Source: an optimization exercise on an open RTL-to-GDS flow (aim: small area, a short achievable clock period and few clock cycles per item). Production flows keep margins and buffers that such runs may drop.
RTL that was checked went through simulation tests only; none was proved equivalent to the original.
Power figures rest on the tool's default switching activity, not on a simulated workload.

==> module aluUnit, before the edit <==
module aluUnit (
	input execPkg::word_t opA,
	input execPkg::word_t opB,
	input logic [2:0] op,
	output execPkg::word_t aluSum,  
	output execPkg::word_t aluCarry,  
	output logic aluCin,  
	output logic aluNeq,
	output logic aluLt
);
	localparam int W = execPkg::dataWidth;
	logic [execPkg::shiftWidth-1:0] shAmt;
	logic shLeft;
	execPkg::word_t shIn;
	execPkg::word_t shOut;
	logic shFill;
	execPkg::word_t shStage [execPkg::shiftWidth+1];
	execPkg::word_t shRev;
	execPkg::word_t axb;
	assign shAmt = opB[execPkg::shiftWidth-1:0];  
	assign shLeft = !op[0];
	always_comb begin
		for (int i = 0; i < W; i++) begin
			shIn[i] = shLeft ? opA[W-1-i] : opA[i];
		end
	end
	assign shFill = !shLeft && opA[W-1];
	assign shStage[0] = shIn;
	for (genvar i = 0; i < execPkg::shiftWidth; i++) begin : gShift
		assign shStage[i+1] = shAmt[i]
			? {{(2**i){shFill}}, shStage[i][W-1:2**i]}
			: shStage[i];
	end
	assign shOut = shStage[execPkg::shiftWidth];
	always_comb begin
		for (int i = 0; i < W; i++) begin
			shRev[i] = shLeft ? shOut[W-1-i] : shOut[i];
		end
	end
	assign axb = opA ^ opB;
	always_comb begin
		aluCarry = '0;
		aluCin = 1'b0;
		case (op)
			execPkg::opAdd: begin
				aluSum = opA;
				aluCarry = opB;
			end
			execPkg::opSub: begin
				aluSum = opA;  
				aluCarry = ~opB;
				aluCin = 1'b1;
			end
			execPkg::opAnd: aluSum = opA & opB;
			execPkg::opOr: aluSum = opA | opB;
			execPkg::opSll: aluSum = shRev;
			execPkg::opSra: aluSum = shRev;
			default: aluSum = '0;  
		endcase
	end
	assign aluNeq = |axb;
	assign aluLt = (opA[W-1] != opB[W-1]) ? opA[W-1] : (opA[W-2:0] < opB[W-2:0]);
endmodule
==> module execControl, before the edit <==
module execControl (
	input logic clk,
	input logic rst,
	input logic start,
	input logic [2:0] op,
	input execPkg::word_t opA,
	input execPkg::word_t opB,
	output execPkg::word_t latA,
	output execPkg::word_t latB,
	output logic [2:0] latOp,
	output logic [execPkg::mulDigits-1:0] digOne,  
	output logic [execPkg::mulDigits-1:0] digTwo,
	output logic [execPkg::mulDigits-1:0] digNeg,
	input execPkg::word_t aluSum,
	input execPkg::word_t aluCarry,
	input logic aluCin,
	input logic aluNeq,
	input logic aluLt,
	input execPkg::word_t nextSum,
	input execPkg::word_t nextCarry,
	output execPkg::word_t accSum,
	output execPkg::word_t accCarry,
	output logic firstStep,
	output execPkg::word_t result,
	output logic neq,
	output logic lt,
	output logic done,
	output logic busy
);
	localparam int W = execPkg::dataWidth;
	localparam int NB = execPkg::mulBits;
	localparam int D = execPkg::mulDigits;
	logic accept;
	logic valid;  
	logic last;  
	logic nextLast;
	logic stepping;  
	logic shift;  
	logic shiftQ;
	logic mulAccept;
	logic nextStepping;
	logic rowsDone;  
	logic accCin;
	logic rowNeq;  
	logic rowLt;
	execPkg::word_t sum;
	logic [NB:0] digBits;  
	logic [D-1:0] nextOne;
	logic [D-1:0] nextTwo;
	logic [D-1:0] nextNeg;
	assign shift = shiftQ;
	assign busy = shiftQ;
	assign accept = start && !busy && (op != 3'd7);  
	assign mulAccept = accept && (op == execPkg::opMul);
	assign nextStepping = mulAccept || shift;
	always_ff @(posedge clk) begin
		if (rst) begin
			valid <= 1'b0;
			firstStep <= 1'b0;
			stepping <= 1'b0;
			shiftQ <= 1'b0;
			rowsDone <= 1'b0;
			done <= 1'b0;
		end else begin
			valid <= accept;
			firstStep <= mulAccept;
			stepping <= nextStepping;
			shiftQ <= nextStepping && !nextLast;
			rowsDone <= (valid && !firstStep) || (stepping && last);
			done <= rowsDone;
		end
	end
	always_ff @(posedge clk) begin
		if (shift) begin
			latA <= latA << NB;
			latB <= {{NB{latB[W-1]}}, latB[W-1:NB]};  
		end else begin
			latA <= opA;
			latB <= opB;
			latOp <= op;
		end
	end
	assign digBits = shift ? latB[2*NB-1:NB-1] : {opB[NB-1:0], 1'b0};
	assign nextLast = shift ? (latB[W-1:2*NB-1] == {(W-2*NB+1){latB[W-1]}})
		: (opB[W-1:NB-1] == {(W-NB+1){opB[W-1]}});
	always_comb begin
		for (int j = 0; j < D; j++) begin
			nextOne[j] = digBits[2*j+1] ^ digBits[2*j];
			nextTwo[j] = (digBits[2*j+2] && !digBits[2*j+1] && !digBits[2*j])
				|| (!digBits[2*j+2] && digBits[2*j+1] && digBits[2*j]);
			nextNeg[j] = digBits[2*j+2];
		end
	end
	always_ff @(posedge clk) begin
		digOne <= nextOne;
		digTwo <= nextTwo;
		digNeg <= nextNeg;
		last <= nextLast;
	end
	always_ff @(posedge clk) begin
		if (stepping) begin
			accSum <= nextSum;
			accCarry <= nextCarry;
			accCin <= 1'b0;
		end else begin
			accSum <= aluSum;
			accCarry <= aluCarry;
			accCin <= aluCin;
		end
		if (valid) begin
			rowNeq <= aluNeq;
			rowLt <= aluLt;
		end
		result <= sum;
		neq <= rowNeq;
		lt <= rowLt;
	end
	addPrefix adder (
		.a(accSum),
		.b(accCarry),
		.cin(accCin),
		.sum(sum)
	);
endmodule
==> flow/config.mk <==
export PLATFORM = sky130hd
export DESIGN_NAME = execTop
export DESIGN_NICKNAME = execTop
export VERILOG_FILES = /design/flow/design.v
export SDC_FILE = /design/flow/constraint.sdc
export NUM_CORES = 4
export LEC_CHECK = 0
export ABC_AREA = 1
export CAP_MARGIN = 20
export CORE_MARGIN = 2
export CORE_UTILIZATION = 40
export SLEW_MARGIN = 20
==> flow/constraint.sdc <==
create_clock -name core_clock -period 6.0 [get_ports {clk}]
set_input_delay 1.2000 -clock core_clock [delete_from_list [all_inputs] [get_ports {clk}]]
set_output_delay 1.2000 -clock core_clock [all_outputs]
set_load 0.01 [all_outputs]
run.sh (not shown) runs the stock make flow with config.mk's settings and CLKGATE_MAP_FILE= SYNTH_SCRIPT=/design/flow/synth_recipe.tcl, a recipe that flattens the netlist after the stock synthesis.
The first run produced a clean layout.
Testbench counts at the start, summed over its fixed seeds: cycles 15,655, ops 12,000.
Then changed:
--- a/flow/design.v
+++ b/flow/design.v
@@ -32,8 +32,6 @@
 	logic shLeft;
 	execPkg::word_t shIn;
 	execPkg::word_t shOut;
-	logic shFill;
-	execPkg::word_t shStage [execPkg::shiftWidth+1];
 	execPkg::word_t shRev;
 	execPkg::word_t axb;
 	assign shAmt = opB[execPkg::shiftWidth-1:0];  
@@ -43,14 +41,7 @@
 			shIn[i] = shLeft ? opA[W-1-i] : opA[i];
 		end
 	end
-	assign shFill = !shLeft && opA[W-1];
-	assign shStage[0] = shIn;
-	for (genvar i = 0; i < execPkg::shiftWidth; i++) begin : gShift
-		assign shStage[i+1] = shAmt[i]
-			? {{(2**i){shFill}}, shStage[i][W-1:2**i]}
-			: shStage[i];
-	end
-	assign shOut = shStage[execPkg::shiftWidth];
+	assign shOut = execPkg::word_t'($signed({!shLeft && opA[W-1], shIn}) >>> shAmt);
 	always_comb begin
 		for (int i = 0; i < W; i++) begin
 			shRev[i] = shLeft ? shOut[W-1-i] : shOut[i];
@@ -78,7 +69,7 @@
 		endcase
 	end
 	assign aluNeq = |axb;
-	assign aluLt = (opA[W-1] != opB[W-1]) ? opA[W-1] : (opA[W-2:0] < opB[W-2:0]);
+	assign aluLt = ($signed(opA) < $signed(opB));
 endmodule
 module addPrefix (
 	input logic [31:0] a,
@@ -1018,13 +1009,11 @@
 	localparam int D = execPkg::mulDigits;
 	logic accept;
 	logic valid;  
+	logic more;  
 	logic last;  
 	logic nextLast;
 	logic stepping;  
 	logic shift;  
-	logic shiftQ;
-	logic mulAccept;
-	logic nextStepping;
 	logic rowsDone;  
 	logic accCin;
 	logic rowNeq;  
@@ -1034,24 +1023,20 @@
 	logic [D-1:0] nextOne;
 	logic [D-1:0] nextTwo;
 	logic [D-1:0] nextNeg;
-	assign shift = shiftQ;
-	assign busy = shiftQ;
+	assign firstStep = valid && (latOp == execPkg::opMul);
+	assign stepping = firstStep || more;
+	assign shift = stepping && !last;
+	assign busy = shift;
 	assign accept = start && !busy && (op != 3'd7);  
-	assign mulAccept = accept && (op == execPkg::opMul);
-	assign nextStepping = mulAccept || shift;
 	always_ff @(posedge clk) begin
 		if (rst) begin
 			valid <= 1'b0;
-			firstStep <= 1'b0;
-			stepping <= 1'b0;
-			shiftQ <= 1'b0;
+			more <= 1'b0;
 			rowsDone <= 1'b0;
 			done <= 1'b0;
 		end else begin
 			valid <= accept;
-			firstStep <= mulAccept;
-			stepping <= nextStepping;
-			shiftQ <= nextStepping && !nextLast;
+			more <= shift;
 			rowsDone <= (valid && !firstStep) || (stepping && last);
 			done <= rowsDone;
 		end
@@ -1059,7 +1044,7 @@
 	always_ff @(posedge clk) begin
 		if (shift) begin
 			latA <= latA << NB;
-			latB <= {{NB{latB[W-1]}}, latB[W-1:NB]};  
+			latB <= execPkg::word_t'($signed(latB) >>> NB);
 		end else begin
 			latA <= opA;
 			latB <= opB;
After rerunning: Die area hardly moves; setup slack gets worse by 0.51 ns; clock-buffer cell count goes down by 3; fmax goes down by roughly a tenth; worst hold slack gets better by 0.011 ns; register-to-register slack gets worse by 0.07 ns; flip-flop and latch count goes down by 2; combinational power goes up by about a fifth; routed wire length goes down by a little under a tenth; synthesized area is about the same; final area goes up slightly.
No functional check of the RTL was part of the second run of this note.

static timing again, ports no longer ideal:
Ports are ideal in the flow. The routed layouts listed here were re-timed in OpenROAD. Step 1, drivers: a clkbuf_16 drives clk and a buf_2 each remaining input, both assumed. Step 2 times the ports against the registers' clock, not the clock port: input delays grow and output delays shrink by t, the midpoint of the rising clock arrivals with the driver on. Three values: ideal, step 1, step 2; two values: the first two.
| run | t, ns | setup slack, ns | worst register clock-pin slew, ns | cell pins on the clock port's net |
|---|---|---|---|---|
| the first run | 0.561 | 2.379 / 2.379 / 2.379 | 0.08 / 0.08 | 1 |
| the second run | 0.543 | 1.868 / 1.810 / 2.309 | 0.09 / 0.09 | 1 |
After both steps every run listed still meets setup and hold.
